This is an optimization exercise on Yosys and OpenROAD, whose aim is small area, a short achievable clock period and few clock cycles, not a production implementation. At most, simulation tests tie the RTL to the original design; equivalence was not proved.

==> flow/design.v <==
`default_nettype none
package scaler_pkg;
    localparam int IMG_W      = 100;
    localparam int ROW_W      = 7;    
    localparam int ADDR_W     = 14;
    localparam int TABLE_ROW  = 101;  
    localparam int RESULT_COL = 1;
    localparam int CREDITS    = 2;    
    localparam int DIV_CYCLES = 8;    
    localparam int SPAN_W     = 6;    
    typedef enum logic [1:0] {
        REQ_TABLE = 2'd0,
        REQ_WB    = 2'd1,
        REQ_FETCH = 2'd2
    } sram_req_t;
endpackage
`default_nettype wire
`default_nettype none
package cubic_pkg;
    localparam int PIX_W  = 8;
    localparam int FRAC_W = 8;    
    typedef logic [PIX_W-1:0]  pixel_t;
    typedef logic [FRAC_W-1:0] frac_t;
    localparam int COEF_W      = 12;   
    localparam int ACC_W       = 36;   
    localparam int ROUND_SHIFT = 25;   
endpackage
`default_nettype wire
`timescale 1ns/1ps
`default_nettype none
module frac_divider (
    input  wire       CLK,
    input  wire       load_i,
    input  wire [5:0] ld_x_i,
    input  wire [5:0] ld_d_i,
    input  wire [5:0] d_i,
    input  wire       step_i,
    output logic [7:0] quot_o,
    output logic [5:0] rem_o
);
    logic [7:0] t1, t2;    
    logic [5:0] r1;
    assign t1 = {1'b0, rem_o, 1'b0} - {2'b0, d_i};
    assign r1 = t1[7] ? {rem_o[4:0], 1'b0} : t1[5:0];
    assign t2 = {1'b0, r1, 1'b0} - {2'b0, d_i};
    always_ff @(posedge CLK) begin
        if (load_i) begin
            rem_o  <= (ld_x_i == ld_d_i) ? 6'd0 : ld_x_i;
            quot_o <= '0;
        end else if (step_i) begin
            rem_o  <= t2[7] ? {r1[4:0], 1'b0} : t2[5:0];
            quot_o <= {quot_o[5:0], !t1[7], !t2[7]};
        end
    end
endmodule
`default_nettype wire
`timescale 1ns/1ps
`default_nettype none
module cubic_engine (
    input  wire        CLK,
    input  wire        v_i,       
    input  wire        u1_i,      
    input  wire [7:0]  p0_i,
    input  wire [7:0]  p1_i,
    input  wire [7:0]  p2_i,
    input  wire [7:0]  p3_i,      
    input  wire [7:0]  f_i,       
    input  wire [7:0]  d0_i,      
    output logic signed [9:0] rnd_o   
);
    logic signed [11:0] a, b, a_q, b_q, a_rest, b_rest;
    logic signed [9:0]  c, c_q;
    logic signed [26:0] h_q;    
    logic [7:0]         f_q;
    logic signed [19:0] h1;
    logic signed [34:0] u_add, u_out;    
    logic signed [34:0] u_mul;
    logic signed [9:0]  rnd;
    logic signed [8:0]  fi_s, fq_s;     
    logic signed [34:0] d_add;
    assign a_rest = 12'sd3 * (12'(p1_i) - 12'(p2_i)) - 12'(p0_i);
    assign b_rest = 12'(p0_i) * 12'sd2 - 12'(p1_i) * 12'sd5 + 12'(p2_i) * 12'sd4;
    assign a      = a_rest + 12'(p3_i);
    assign b      = b_rest - 12'(p3_i);
    assign c  = 10'(p2_i) - 10'(p0_i);
    assign fi_s = {1'b0, f_i};
    assign fq_s = {1'b0, f_q};
    assign d_add = {2'd0, d0_i, 1'b1, 24'd0};
    assign h1 = a_q * fi_s + (20'(b_q) <<< 8);
    assign u_add = u1_i ? (35'(c_q) <<< 16) : d_add;
    assign u_mul = h_q * fq_s;
    assign u_out = u_mul + u_add;
    assign rnd   = u_out[34:25];
    always_ff @(posedge CLK) begin
        a_q <= a;
        b_q <= b;
        c_q <= c;
        if (v_i) begin
            h_q <= 27'(h1);
            f_q <= f_i;
        end else if (u1_i) begin
            h_q <= u_out[26:0];
        end
        rnd_o <= rnd;
    end
endmodule
`default_nettype wire
`timescale 1ns/1ps
`default_nettype none
import scaler_pkg::*;
import cubic_pkg::*;
module bicubic_column (
    input  wire                           CLK,
    input  wire                           RST,
    input  wire [scaler_pkg::ROW_W-1:0]   v0_i,
    input  wire [scaler_pkg::ROW_W-1:0]   h0_i,
    input  wire [scaler_pkg::SPAN_W-1:0]  sh_i,
    input  wire [scaler_pkg::SPAN_W-1:0]  th_i,
    output logic [scaler_pkg::ADDR_W-1:0] rom_addr_o,
    input  wire cubic_pkg::pixel_t        rom_data_i,
    output logic                          sram_cen_o,
    output logic                          sram_wen_o,
    output logic [scaler_pkg::ADDR_W-1:0] sram_addr_o,
    output cubic_pkg::pixel_t             sram_wdata_o,
    input  wire cubic_pkg::pixel_t        sram_rdata_i,
    output logic                          done_o
);
    logic        w0;               
    logic [5:0]  dd_q;             
    logic [5:0]  sm1_q;            
    logic        w0_q;
    logic [7:0]  q_tab, q_row;     
    logic [5:0]  r_tab, r_row;     
    logic [2:0]  cnt_q;            
    logic        div_ok;
    logic        r0w_q;            
    logic [13:0] addr_q;           
    logic        rv_q;             
    logic [7:0]  win [4];          
    logic [7:0]  wn [4];           
    logic        fetch;
    logic        ph_q;             
    logic        issue;
    logic [5:0]  ji_q;             
    logic        last;             
    logic        all_in_q;
    logic [5:0]  r_q;              
    logic [7:0]  f_q;              
    logic [5:0]  g_q;              
    logic [7:0]  rs, gs;           
    logic        u1_q, u2_q, wv_q;
    logic        s1_q, s2_q;       
    logic        eng_done_q, rd_done_q, rdw;
    logic [5:0]  jw_q;             
    logic [7:0]  res;
    logic signed [9:0] rnd;
    logic [5:0]  k_q;
    logic [7:0]  t_q;
    logic [5:0]  ta_q;
    logic        tab_done_q;
    logic [7:0]  ts;
    logic        tw;
    assign w0 = (sh_i == th_i);
    always_ff @(posedge CLK) begin
        if (RST) begin
            dd_q  <= th_i - 6'd1;
            sm1_q <= sh_i - 6'd1;
            w0_q  <= w0;
        end
    end
    frac_divider u_div_tab (
        .CLK(CLK), .load_i(RST), .ld_x_i(6'd1), .ld_d_i(th_i - 6'd1), .d_i(dd_q),
        .step_i(!div_ok), .quot_o(q_tab), .rem_o(r_tab)
    );
    frac_divider u_div_row (
        .CLK(CLK), .load_i(RST), .ld_x_i(sh_i - 6'd1), .ld_d_i(th_i - 6'd1), .d_i(dd_q),
        .step_i(!div_ok), .quot_o(q_row), .rem_o(r_row)
    );
    assign div_ok = cnt_q >= 3'd4;
    always_ff @(posedge CLK) begin
        if (RST)                cnt_q <= '0;
        else if (cnt_q != 3'd5) cnt_q <= cnt_q + 3'd1;
    end
    assign issue = ph_q && !all_in_q;
    assign last  = (ji_q + 6'd1 == dd_q);
    assign rs    = {2'b0, r_q} + {2'b0, sm1_q} - {2'b0, dd_q};
    assign gs    = {2'b0, g_q} + {2'b0, r_row} - {2'b0, dd_q};
    always_ff @(posedge CLK) begin
        if (RST) begin
            ph_q     <= 1'b0;
            ji_q     <= 6'd1;
            all_in_q <= (th_i == 6'd2);
            r_q      <= w0 ? 6'd0 : sh_i - 6'd1;
        end else begin
            ph_q <= (cnt_q == 3'd4) || (cnt_q == 3'd5 && !ph_q);
            if (issue) begin
                ji_q     <= ji_q + 6'd1;
                all_in_q <= last;
                r_q      <= rs[7] ? 6'(rs + {2'b0, dd_q}) : rs[5:0];
            end
        end
    end
    always_ff @(posedge CLK) begin
        if (cnt_q == 3'd4) begin
            f_q <= q_row;
            g_q <= r_row;
        end else if (issue) begin
            f_q <= f_q + q_row + {7'd0, !gs[7]};
            g_q <= gs[7] ? 6'(gs + {2'b0, dd_q}) : gs[5:0];
        end
    end
    assign fetch      = (cnt_q < 3'd4) || (issue && !rs[7] && !last);
    assign rom_addr_o = addr_q;
    always_ff @(posedge CLK) begin
        if (RST) begin
            addr_q <= 14'(v0_i) * 14'd100 + 14'(h0_i) - (w0 ? 14'd0 : 14'd100);
            rv_q   <= 1'b0;
        end else begin
            rv_q <= fetch;
            if (fetch) addr_q <= addr_q + 14'd100;
        end
        for (int i = 0; i < 4; i++) win[i] <= wn[i];
    end
    always_comb begin
        if (rv_q) begin
            wn[0] = win[1];
            wn[1] = win[2];
            wn[2] = win[3];
            wn[3] = rom_data_i;
        end else begin
            for (int i = 0; i < 4; i++) wn[i] = win[i];
        end
    end
    always_ff @(posedge CLK) begin
        if (RST) begin
            u1_q <= 1'b0;
            u2_q <= 1'b0;
            wv_q <= 1'b0;
        end else begin
            u1_q <= issue;
            u2_q <= u1_q;
            wv_q <= u2_q;
        end
        s1_q <= issue && fetch;
        s2_q <= s1_q;
    end
    cubic_engine u_eng (
        .CLK(CLK), .v_i(issue), .u1_i(u1_q),
        .p0_i(wn[0]), .p1_i(wn[1]), .p2_i(wn[2]), .p3_i(wn[3]), .f_i(f_q),
        .d0_i(s2_q ? win[0] : win[1]), .rnd_o(rnd)
    );
    assign res = rnd[9] ? 8'd0 : rnd[8] ? 8'hff : rnd[7:0];
    assign rdw = all_in_q && !rd_done_q && cnt_q == 3'd5 && !wv_q && !r0w_q;
    assign tw  = !tab_done_q && div_ok && !wv_q && !r0w_q && !rdw;
    assign ts = {2'b0, ta_q} + {2'b0, r_tab} - {2'b0, dd_q};
    always_ff @(posedge CLK) begin
        if (RST) begin
            k_q        <= '0;
            t_q        <= '0;
            ta_q       <= '0;
            tab_done_q <= 1'b0;
        end else if (tw) begin
            k_q        <= k_q + 6'd1;
            t_q        <= t_q + q_tab + {7'd0, !ts[7]};
            ta_q       <= ts[7] ? 6'(ts + {2'b0, dd_q}) : ts[5:0];
            tab_done_q <= (k_q + 6'd1 == dd_q);
        end
    end
    assign sram_cen_o   = !(wv_q || r0w_q || rdw || tw);
    assign sram_wen_o   = sram_cen_o;
    assign sram_addr_o  = wv_q  ? {1'b0, jw_q, 7'd1} :
                          r0w_q ? 14'd1 :
                          rdw   ? {1'b0, dd_q, 7'd1} : {7'd101, 1'b0, k_q};
    assign sram_wdata_o = wv_q  ? res :
                          r0w_q ? (w0_q ? win[0] : win[1]) :
                          rdw   ? (dd_q == 6'd1 ? win[1] : win[2]) : t_q;
    always_ff @(posedge CLK) begin
        r0w_q <= !RST && (cnt_q == 3'd4);
        if (RST) begin
            jw_q       <= 6'd1;
            eng_done_q <= (th_i == 6'd2);
            rd_done_q  <= 1'b0;
        end else begin
            if (wv_q) begin
                jw_q <= jw_q + 6'd1;
                if (jw_q + 6'd1 == dd_q) eng_done_q <= 1'b1;
            end
            if (rdw) rd_done_q <= 1'b1;
        end
    end
    assign done_o = eng_done_q && rd_done_q && tab_done_q;
endmodule
`default_nettype wire
Settings: LEC_CHECK=0, ABC_CLOCK_PERIOD_IN_PS=3500, CAP_MARGIN=20, CORE_MARGIN=2, CORE_UTILIZATION=65, CTS_BUF_LIST=sky130_fd_sc_hd__clkbuf_4, SETUP_SLACK_MARGIN=5.0, SLEW_MARGIN=20; clock period 11.0 ns.
run.sh (not shown) runs the stock make flow with config.mk's settings and CLKGATE_MAP_FILE= SYNTH_SCRIPT=/design/flow/synth_recipe.tcl, a recipe that flattens the netlist after the stock synthesis.
Change:
--- a/flow/design.v
+++ b/flow/design.v
@@ -63,12 +63,12 @@
     input  wire [7:0]  p0_i,
     input  wire [7:0]  p1_i,
     input  wire [7:0]  p2_i,
-    input  wire [7:0]  p3_i,      
+    input  wire [7:0]  p3_i,
     input  wire [7:0]  f_i,       
     input  wire [7:0]  d0_i,      
-    output logic signed [9:0] rnd_o   
+    output logic [7:0] res_o      
 );
-    logic signed [11:0] a, b, a_q, b_q, a_rest, b_rest;
+    logic signed [11:0] a, b, a_q, b_q;
     logic signed [9:0]  c, c_q;
     logic signed [26:0] h_q;    
     logic [7:0]         f_q;
@@ -78,10 +78,8 @@
     logic signed [9:0]  rnd;
     logic signed [8:0]  fi_s, fq_s;     
     logic signed [34:0] d_add;
-    assign a_rest = 12'sd3 * (12'(p1_i) - 12'(p2_i)) - 12'(p0_i);
-    assign b_rest = 12'(p0_i) * 12'sd2 - 12'(p1_i) * 12'sd5 + 12'(p2_i) * 12'sd4;
-    assign a      = a_rest + 12'(p3_i);
-    assign b      = b_rest - 12'(p3_i);
+    assign a  = 12'(p3_i) - 12'(p0_i) + 12'sd3 * (12'(p1_i) - 12'(p2_i));
+    assign b  = 12'(p0_i) * 12'sd2 - 12'(p1_i) * 12'sd5 + 12'(p2_i) * 12'sd4 - 12'(p3_i);
     assign c  = 10'(p2_i) - 10'(p0_i);
     assign fi_s = {1'b0, f_i};
     assign fq_s = {1'b0, f_q};
@@ -101,7 +99,9 @@
         end else if (u1_i) begin
             h_q <= u_out[26:0];
         end
-        rnd_o <= rnd;
+        if (rnd[9])                 res_o <= 8'd0;
+        else if (rnd[8])            res_o <= 8'hff;
+        else                        res_o <= rnd[7:0];
     end
 endmodule
 `default_nettype wire
@@ -153,7 +153,6 @@
     logic        eng_done_q, rd_done_q, rdw;
     logic [5:0]  jw_q;             
     logic [7:0]  res;
-    logic signed [9:0] rnd;
     logic [5:0]  k_q;
     logic [7:0]  t_q;
     logic [5:0]  ta_q;
@@ -247,9 +246,8 @@
     cubic_engine u_eng (
         .CLK(CLK), .v_i(issue), .u1_i(u1_q),
         .p0_i(wn[0]), .p1_i(wn[1]), .p2_i(wn[2]), .p3_i(wn[3]), .f_i(f_q),
-        .d0_i(s2_q ? win[0] : win[1]), .rnd_o(rnd)
+        .d0_i(s2_q ? win[0] : win[1]), .res_o(res)
     );
-    assign res = rnd[9] ? 8'd0 : rnd[8] ? 8'hff : rnd[7:0];
     assign rdw = all_in_q && !rd_done_q && cnt_q == 3'd5 && !wv_q && !r0w_q;
     assign tw  = !tab_done_q && div_ok && !wv_q && !r0w_q && !rdw;
     assign ts = {2'b0, ta_q} + {2'b0, r_tab} - {2'b0, dd_q};
Cell count increases by 0.69%; via count decreases by 0.44%; register-to-register slack gets worse by 30 ps; fmax went up by 0.63%; clock-buffer cell count went down by 3; critical path depth rose by 1; routed wire length falls by 1.1%; area after synthesis barely changes; setup slack improved by 36 ps.
Testbench counts after the change, summed over its fixed seeds: cycles 4,462.
Function not checked in the first run of this note: the RTL went through the layout flow alone.

## re-timing with driven ports
In the flow no input, the clock included, has a driving cell. The finished layouts below were timed again as built, in two steps.
Step 1 assumes that a clkbuf_16 drives the clock port and a buf_2 every other input.
Step 2, shift: input delay + t, output delay - t, t = (earliest + latest rising clock arrival at the registers) / 2. This alone moves slack from input paths to output paths.
a / b / c = no drivers / after step 1 / after step 2; a / b = the first two.
run	t, ns	setup WS [ns]	worst setup path at the end	worst slew at a driven data input, ns
the first run	0.776	5.183 / 5.129 / 4.665	input to register	0.07
the second run	0.786	5.219 / 5.173 / 4.536	input to register	0.05
After both steps every run listed still meets setup and hold. The setup slack of the second run, which loses most, moves by -0.046 ns with the drivers and by -0.683 ns with both steps.
